This design comes from an exercise in tuning for small area, a short achievable clock period and few clock cycles on the open sky130 flow, not from production work. Function was checked by simulation only, so behaviour that the tests miss may differ from the original. Power is estimated from default activity; no workload was simulated.

==> flow/design.v (excerpt) <==
module conv1d_pool_layer
#(
  parameter int DW     = 32,
  parameter int FRAC   = 0,
  parameter int IN_CH  = 1,
  parameter int OUT_CH = 2,
  parameter int SIZE_K = 3,
  parameter int POOL   = 2,
  parameter int LEN    = 8
) (
  input  logic                 clk,
  input  logic                 RSTn,
  input  logic                 i_EN_w,
  input  logic                 i_EN_c,
  output logic                 o_busy,
  input  logic [DW*IN_CH-1:0]  i_data,
  input  logic                 i_stb_in,
  output logic                 o_ack_in,
  output logic [DW*OUT_CH-1:0] o_data,
  output logic                 o_stb_out,
  input  logic                 i_ack_out
);
Size: roughly 880 flip-flops, about 110 I/O pins.
clock: 17.0 ns
lec_check: 0
abc_area: 1
cap_margin: 20
core_margin: 2
core_utilization: 65
slew_margin: 20
standard.sh (not shown) runs the stock make flow with config.mk's settings and CLKGATE_MAP_FILE= SYNTH_SCRIPT=/design/flow/synth_recipe.tcl, a recipe that flattens the netlist after the stock synthesis.
==> flow/flow/run.sh <==
#!/bin/bash
# Standard synthesis, then the standard layout with repair_timing aiming at a
# setup slack margin and buf_4 cells as the port buffers (the SDC, clock period
# and all other settings unchanged).
set -euo pipefail
bash standard.sh synth > synth.log 2>&1
bash standard.sh SETUP_SLACK_MARGIN=12.15 "BUFFER_PORTS_ARGS=-buffer_cell sky130_fd_sc_hd__buf_4" finish > layout.log 2>&1
Testbench counts at the start, summed over its fixed seeds: cycles 3,368.
Then changed:
--- a/flow/flow/run.sh
+++ b/flow/flow/run.sh
@@ -5,3 +5,3 @@
 set -euo pipefail
 bash standard.sh synth > synth.log 2>&1
-bash standard.sh SETUP_SLACK_MARGIN=12.15 "BUFFER_PORTS_ARGS=-buffer_cell sky130_fd_sc_hd__buf_4" finish > layout.log 2>&1
+bash standard.sh SETUP_SLACK_MARGIN=12.25 "BUFFER_PORTS_ARGS=-buffer_cell sky130_fd_sc_hd__buf_4" finish > layout.log 2>&1
--- a/flow/config.mk
+++ b/flow/config.mk
@@ -9,4 +9,4 @@
 export CAP_MARGIN = 20
 export CORE_MARGIN = 2
-export CORE_UTILIZATION = 65
+export CORE_UTILIZATION = 55
 export SLEW_MARGIN = 20
After rerunning: The new run passed the timing, DRC and antenna checks. First-iteration DRC count is lower by roughly a tenth. Worst setup slack is about the same. Die area is higher by about a fifth. Worst hold slack improved by 0.019 ns.

* * *

old:
conv1d_pool_layer, a different RTL version from the one above (not shown whole).
Size: ~11,000 cells after synthesis, roughly 880 flip-flops, ~110 I/O pins, ~0.10 sq mm of cells after synthesis.
export LEC_CHECK = 0
export ABC_AREA = 1
export CAP_MARGIN = 20
export CORE_MARGIN = 2
export CORE_UTILIZATION = 65
export SLEW_MARGIN = 20
create_clock -name core_clock -period 17.0 [get_ports {clk}]
==> flow/flow/run.sh <==
#!/bin/bash
# Standard synthesis, then the standard layout with repair_timing aiming at a
# setup slack margin and buf_4 cells as the port buffers (the SDC, clock period
# and all other settings unchanged).
set -euo pipefail
bash standard.sh synth > synth.log 2>&1
bash standard.sh SETUP_SLACK_MARGIN=12.25 "BUFFER_PORTS_ARGS=-buffer_cell sky130_fd_sc_hd__buf_4" finish > layout.log 2>&1
Testbench counts of old, summed over its fixed seeds: cycles 3,368.
Edits applied to the flow inputs when going from old to new:
# old
export LEC_CHECK = 0
export ABC_AREA = 1
export CAP_MARGIN = 20
export CORE_MARGIN = 2
export CORE_UTILIZATION = 65
export SLEW_MARGIN = 20
create_clock -name core_clock -period 17.0 [get_ports {clk}]
# new
export LEC_CHECK = 0
export ABC_AREA = 1
export CAP_MARGIN = 20
export CORE_MARGIN = 2
export CORE_UTILIZATION = 55
export SLEW_MARGIN = 20
create_clock -name core_clock -period 17.0 [get_ports {clk}]
--- outcome ---
Per the comparison of new with old, clock skew picked up an extra 0.017 ns, cell count picked up an extra 3.2%, mean routed wirelength per cell picked up an extra 1.4 um, instance count on the critical path lost 10, total power picked up an extra about 0.4%.
On utilization after layout: new sits below old.
In new the number of antenna cells inserted turned out 4 higher than in old.
Diff old -> new | global routing usage summed across all routing layers | decrease of 4.2 points
The final reports for new and old show biggest cell delay along the critical path lower in the former.
new: clock buffer count from CTS higher than old
Compared with old, new shows total net switching power that has gone up slightly.

==> separate check: timing with driven ports <==
Ports are ideal in the flow. The routed layouts listed here were re-timed in OpenROAD. Step 1 (the two cells are an assumption about what drives the block):
set clk [get_ports {clk}]
set_driving_cell -lib_cell sky130_fd_sc_hd__clkbuf_16 $clk
set_driving_cell -lib_cell sky130_fd_sc_hd__buf_2 [delete_from_list [all_inputs] $clk]
Step 2, shift: input delay + t, output delay - t, t = (earliest + latest rising clock arrival at the registers) / 2. This alone moves slack from input paths to output paths. Slacks: ideal ports / drivers / drivers and shift; pairs: ideal ports / drivers.
run | t, ns | slack for setup (ns) | slew at the worst register clock pin (ns)
the first run of note 1 | 0.855 | 12.123 / 12.071 / 12.123 | 0.07 / 0.07
the second run of note 1 | 0.879 | 12.122 / 12.027 / 12.269 | 0.07 / 0.07
old | 0.843 | 12.142 / 12.134 / 12.142 | 0.07 / 0.07
new | 0.889 | 12.189 / 12.097 / 12.214 | 0.07 / 0.07
After both steps every run listed still meets setup and hold.
